Background: an optimization exercise with open tools, aiming at small area and a short achievable clock period. Do not read the settings as production practice.
At most, simulation tests tie the RTL to the original design; equivalence was not proved.

==> flow/design.v <==
package gfx_reg_pkg;
  typedef enum logic [8-1:0]
  {
    CONTROL       = 8'h00,
    STATUS        = 8'h04,
    TARGET_BASE   = 8'h08,
    TARGET_SIZE_X = 8'h0C,
    TARGET_SIZE_Y = 8'h10,
    DEST_X        = 8'h14,
    DEST_Y        = 8'h18,
    COLOR0        = 8'h1C,
    ALPHA         = 8'h20
  } gfx_reg_e;
  localparam int POINT_W = 16;
  localparam int CTRL_DEPTH_LSB = 0;
  localparam int CTRL_DEPTH_W   = 2;
  localparam int CTRL_BLEND_BIT = 2;
  localparam int CTRL_RECT_BIT  = 8;
  localparam int CTRL_LINE_BIT  = 9;
  localparam int CTRL_POINT_BIT = 10;
  typedef struct packed
  {
    logic [15:0] count;
    logic [14:0] reserved;
    logic        busy;
  } gfx_status_t;
endpackage
package gfx_ctrl_pkg;
  typedef enum logic
  {
    IDLE = 1'b0,
    BUSY = 1'b1
  } gfx_seq_state_e;
  typedef enum logic [1:0]
  {
    NONE  = 2'd0,
    RECT  = 2'd1,
    LINE  = 2'd2,
    POINT = 2'd3
  } gfx_draw_cmd_e;
endpackage
module gfx_wb_ack
(
  input  logic       cs_i,
  input  logic       cyc_i,
  input  logic       stb_i,
  input  logic       we_i,
  input  logic [3:0] sel_i,
  input  logic       full_i,
  input  logic       rd_ack_q_i,
  output logic       ack_o,
  output logic       err_o
);
  logic acc;
  logic acc32;
  assign acc   = cs_i & cyc_i & stb_i;
  assign acc32 = &sel_i;
  assign ack_o = acc & acc32 & (we_i ? ~full_i : rd_ack_q_i);
  assign err_o = acc & ~acc32;
endmodule
module gfx_wbs_top
(
  input  logic                                  wbs_clk_i,
  input  logic                                  rst_i,
  input  logic                                  cs_i,
  input  logic                                  cyc_i,
  input  logic                                  stb_i,
  input  logic                                  we_i,
  input  logic [3:0]                            sel_i,
  input  logic [8-1:0]                 adr_i,
  input  logic [32-1:0]                dat_i,
  output logic                                  ack_o,
  output logic                                  err_o,
  output logic [32-1:0]                dat_o,
  input  logic                                  pipeline_ack_i,
  input  logic                                  writer_sint_i,
  input  logic                                  reader_sint_i,
  output logic                                  inta_o,
  output logic [32-1:0]                target_base_o,
  output logic [gfx_reg_pkg::POINT_W-1:0]       target_size_x_o,
  output logic [gfx_reg_pkg::POINT_W-1:0]       target_size_y_o,
  output logic [32-1:0]                dest_x_o,
  output logic [32-1:0]                dest_y_o,
  output logic [32-1:0]                color0_o,
  output logic [7:0]                            global_alpha_o,
  output logic [gfx_reg_pkg::CTRL_DEPTH_W-1:0]  color_depth_o,
  output logic                                  blending_enable_o,
  output logic                                  rect_write_o,
  output logic                                  line_write_o,
  output logic                                  point_write_o
);
  localparam int DEPTH = 16;
  localparam logic [2:0] R_CTRL  = 3'd0;
  localparam logic [2:0] R_ALPHA = 3'd1;
  logic       acc, acc32, wr_acc, rd_acc;
  logic [5:0] widx;
  logic       full;
  logic       push;
  logic       rd_ack_q;
  logic       rd_go;
  assign acc    = cs_i & cyc_i & stb_i;
  assign acc32  = &sel_i;
  assign wr_acc = acc & acc32 & we_i;
  assign rd_acc = acc & acc32 & ~we_i;
  assign widx   = adr_i[7:2];
  assign push  = wr_acc & ~full;
  gfx_wb_ack u_ack
  (
    .cs_i       (cs_i),
    .cyc_i      (cyc_i),
    .stb_i      (stb_i),
    .we_i       (we_i),
    .sel_i      (sel_i),
    .full_i     (full),
    .rd_ack_q_i (rd_ack_q),
    .ack_o      (ack_o),
    .err_o      (err_o)
  );
  logic [3:0] enc_code;
  always_comb
  begin
    enc_code[3]   = (widx[5:4] == 2'b00) &
                    (widx[3] ? (widx[2:0] == 3'd0) : (widx[2:0] != 3'd1));
    enc_code[2:0] = widx[3] ? R_ALPHA : widx[2:0];
  end
  logic [35:0] mem [DEPTH];
  logic [4:0]  count;
  logic        pop;
  logic        drain_ok;
  logic [DEPTH-1:0] rd_sel;
  logic [35:0] head;
  assign full = count[4];
  assign pop  = drain_ok & (count != 5'd0);
  always_ff @(posedge wbs_clk_i)
  begin
    if (push)
    begin
      mem[0] <= {enc_code, dat_i};
      for (int i = 1; i < DEPTH; i++)
        mem[i] <= mem[i-1];
    end
  end
  logic [4:0] count_inc;
  logic [4:0] count_dec;
  assign count_inc = count + 5'd1;
  assign count_dec = count - 5'd1;
  always_ff @(posedge wbs_clk_i)
  begin
    if (rst_i)
      count <= '0;
    else if (push & ~pop)
      count <= count_inc;
    else if (pop & ~push)
      count <= count_dec;
  end
  always_comb
  begin
    head = '0;
    for (int i = 0; i < DEPTH; i++)
    begin
      rd_sel[i] = (count == 5'(i + 1));
      head = head | (mem[i] & {36{rd_sel[i]}});
    end
  end
  logic [31:11] control_hi;
  logic [7:0]  control_lo;
  logic [31:0] target_base_reg;
  logic [31:0] target_size_x_reg;
  logic [31:0] target_size_y_reg;
  logic [31:0] dest_x_reg;
  logic [31:0] dest_y_reg;
  logic [31:0] color0_reg;
  logic [31:0] alpha_reg;
  logic        busy;
  logic [7:0]  wsel;
  logic [31:0] wdat;
  always_comb
  begin
    for (int k = 0; k < 8; k++)
      wsel[k] = rst_i | (pop & head[35] & (head[34:32] == 3'(k)));
    wdat = head[31:0] & {32{~rst_i}};
  end
  always_ff @(posedge wbs_clk_i)
  begin
    if (wsel[R_CTRL])
    begin
      control_hi <= wdat[31:11];
      control_lo <= {wdat[7:1], head[0] | rst_i};
    end
    if (wsel[2]) target_base_reg   <= wdat;
    if (wsel[3]) target_size_x_reg <= wdat;
    if (wsel[4]) target_size_y_reg <= wdat;
    if (wsel[5]) dest_x_reg        <= wdat;
    if (wsel[6]) dest_y_reg        <= wdat;
    if (wsel[7]) color0_reg        <= wdat;
    if (wsel[R_ALPHA]) alpha_reg   <= head[31:0] | {32{rst_i}};
  end
  logic [2:0] draw_q;
  logic       cmd_active;
  always_ff @(posedge wbs_clk_i)
  begin
    draw_q <= (wsel[R_CTRL] & ~rst_i) ? head[10:8] : 3'b000;
  end
  assign cmd_active = |draw_q;
  always_ff @(posedge wbs_clk_i)
  begin
    if (rst_i)
      busy <= 1'b0;
    else if (busy)
      busy <= ~pipeline_ack_i;
    else
      busy <= cmd_active;
  end
  assign drain_ok = ~busy & ~cmd_active;
  always_ff @(posedge wbs_clk_i)
  begin
    inta_o <= ~rst_i & (writer_sint_i | reader_sint_i);
  end
  logic [31:0] rd_mux;
  logic [31:0] rd_dat_q;
  always_comb
  begin
    case (widx)
      6'd0: rd_mux = {control_hi, draw_q, control_lo};
      6'd1: rd_mux = {11'd0, count, 15'd0, busy};
      6'd2: rd_mux = target_base_reg;
      6'd3: rd_mux = target_size_x_reg;
      6'd4: rd_mux = target_size_y_reg;
      6'd5: rd_mux = dest_x_reg;
      6'd6: rd_mux = dest_y_reg;
      6'd7: rd_mux = color0_reg;
      6'd8: rd_mux = alpha_reg;
      default: rd_mux = '0;
    endcase
  end
  assign rd_go = rd_acc & ~rd_ack_q & ~rst_i;
  always_ff @(posedge wbs_clk_i)
  begin
    rd_ack_q <= rd_go;
    rd_dat_q <= rd_go ? rd_mux : 32'd0;
  end
  assign dat_o = rd_dat_q;
  assign target_base_o     = target_base_reg;
  assign target_size_x_o   = target_size_x_reg[15:0];
  assign target_size_y_o   = target_size_y_reg[15:0];
  assign dest_x_o          = dest_x_reg;
  assign dest_y_o          = dest_y_reg;
  assign color0_o          = color0_reg;
  assign global_alpha_o    = alpha_reg[7:0];
  assign color_depth_o     = control_lo[1:0];
  assign blending_enable_o = control_lo[2];
  assign rect_write_o  = draw_q[0];
  assign line_write_o  = draw_q[1] & ~draw_q[0];
  assign point_write_o = draw_q[2] & ~draw_q[1] & ~draw_q[0];
endmodule
Settings: LEC_CHECK=0, CAP_MARGIN=20, CORE_MARGIN=2, CORE_UTILIZATION=65, SLEW_MARGIN=20, SYNTH_HIERARCHICAL=1, SYNTH_MINIMUM_KEEP_SIZE=0; clock period 6.0 ns.
standard.sh (not shown) runs the stock make flow with config.mk's settings and CLKGATE_MAP_FILE= SYNTH_SCRIPT=/design/flow/synth_recipe.tcl, a recipe that flattens the netlist after the stock synthesis.
==> flow/flow/run.sh <==
#!/bin/bash
# Standard ORFS layout with these changes:
# - synthesis maps logic with ABC's default script instead of ORFS's speed
#   script (registers are mapped before ABC runs, so they are unchanged),
#   and takes the small gfx_wb_ack module (bus ack/err, the only paths from
#   inputs to outputs) from a hand-mapped netlist, flow/ack_cells.v;
# - smaller port buffers;
# - a clock tree from clock buffers in larger clusters, without dummy loads;
# - timing repair aimed at a shorter period than the clock's.
# Each tool's output is in standard.log and orfs/logs/.
set -uo pipefail
MARGIN=$(cat flow/margin.txt 2>/dev/null || echo 3)
sed 's|log_cmd abc {\*}\$abc_args|log_cmd abc {*}[lrange $abc_args 2 end]|' \
  "$FLOW_HOME/scripts/synth.tcl" > synth_core.tcl
grep -q 'lrange $abc_args 2 end' synth_core.tcl || { echo "synth.tcl patch failed"; exit 1; }
awk -v core="$PWD/synth_core.tcl" -v ack="$PWD/flow/ack_cells.v" '
  /SCRIPTS_DIR\)\/synth.tcl/ { print "source " core; print "delete gfx_wb_ack"; print "read_verilog " ack; print "hierarchy -top $::env(DESIGN_NAME)"; next }
  { print }' synth_recipe.tcl > synth_own.tcl
bash standard.sh SYNTH_SCRIPT=$PWD/synth_own.tcl \
  BUFFER_PORTS_ARGS="-buffer_cell sky130_fd_sc_hd__buf_1" \
  CTS_ARGS="-sink_clustering_enable -repair_clock_nets -dont_use_dummy_load -sink_clustering_size 20 -sink_clustering_max_diameter 80 -buf_list {sky130_fd_sc_hd__clkbuf_8 sky130_fd_sc_hd__clkbuf_16}" \
  SETUP_SLACK_MARGIN=$MARGIN \
  finish > standard.log 2>&1
Other scripts of this flow, unchanged in this note and not shown: flow/flow/ack_cells.v, flow/flow/margin.txt
The baseline ran to the end with no violations.
Next try:
--- a/flow/design.v
+++ b/flow/design.v
@@ -153,12 +153,22 @@
     else if (pop & ~push)
       count <= count_dec;
   end
+  logic [DEPTH-1:0] hsel;
+  always_ff @(posedge wbs_clk_i)
+  begin
+    if (rst_i)
+      hsel <= 16'h8000;
+    else if (push & ~pop)
+      hsel <= {hsel[DEPTH-2:0], hsel[DEPTH-1]};
+    else if (pop & ~push)
+      hsel <= {hsel[0], hsel[DEPTH-1:1]};
+  end
   always_comb
   begin
     head = '0;
     for (int i = 0; i < DEPTH; i++)
     begin
-      rd_sel[i] = (count == 5'(i + 1));
+      rd_sel[i] = hsel[i];
       head = head | (mem[i] & {36{rd_sel[i]}});
     end
   end
The changed run went through all stages and came out clean.
Design area goes down by a few percent.
Flip-flop and latch count grows by 16.
Worst setup slack improves by 4.0 ps.
First-iteration DRC count goes down by about a fifth.
Register-to-register slack improved by 140 ps.
Function not checked in the first run of this note: the RTL went through the layout flow alone.

==> what the ideal ports hide <==
Ports are ideal in the flow. The routed layouts listed here were re-timed in OpenROAD.
Step 1 (the two cells are an assumption about what drives the block):
set clk [get_ports {wbs_clk_i}]
set_driving_cell -lib_cell sky130_fd_sc_hd__clkbuf_16 $clk
set_driving_cell -lib_cell sky130_fd_sc_hd__buf_2 [delete_from_list [all_inputs] $clk]
Step 2, shift: input delay + t, output delay - t, t = (earliest + latest rising clock arrival at the registers) / 2. This alone moves slack from input paths to output paths.
a / b / c = no drivers / after step 1 / after step 2; a / b = the first two.
run	t, ns	setup slack, ns	worst setup path at the end	slew at the worst register clock pin (ns)
the first run	0.657	2.912 / 2.856 / 2.460	input to register	0.09 / 0.09
the second run	0.659	2.916 / 2.889 / 2.481	input to register	0.08 / 0.08
After both steps setup and hold are still met in every run listed. The setup slack of the first run, which loses most, moves by -0.056 ns with the drivers and by -0.452 ns with both steps.
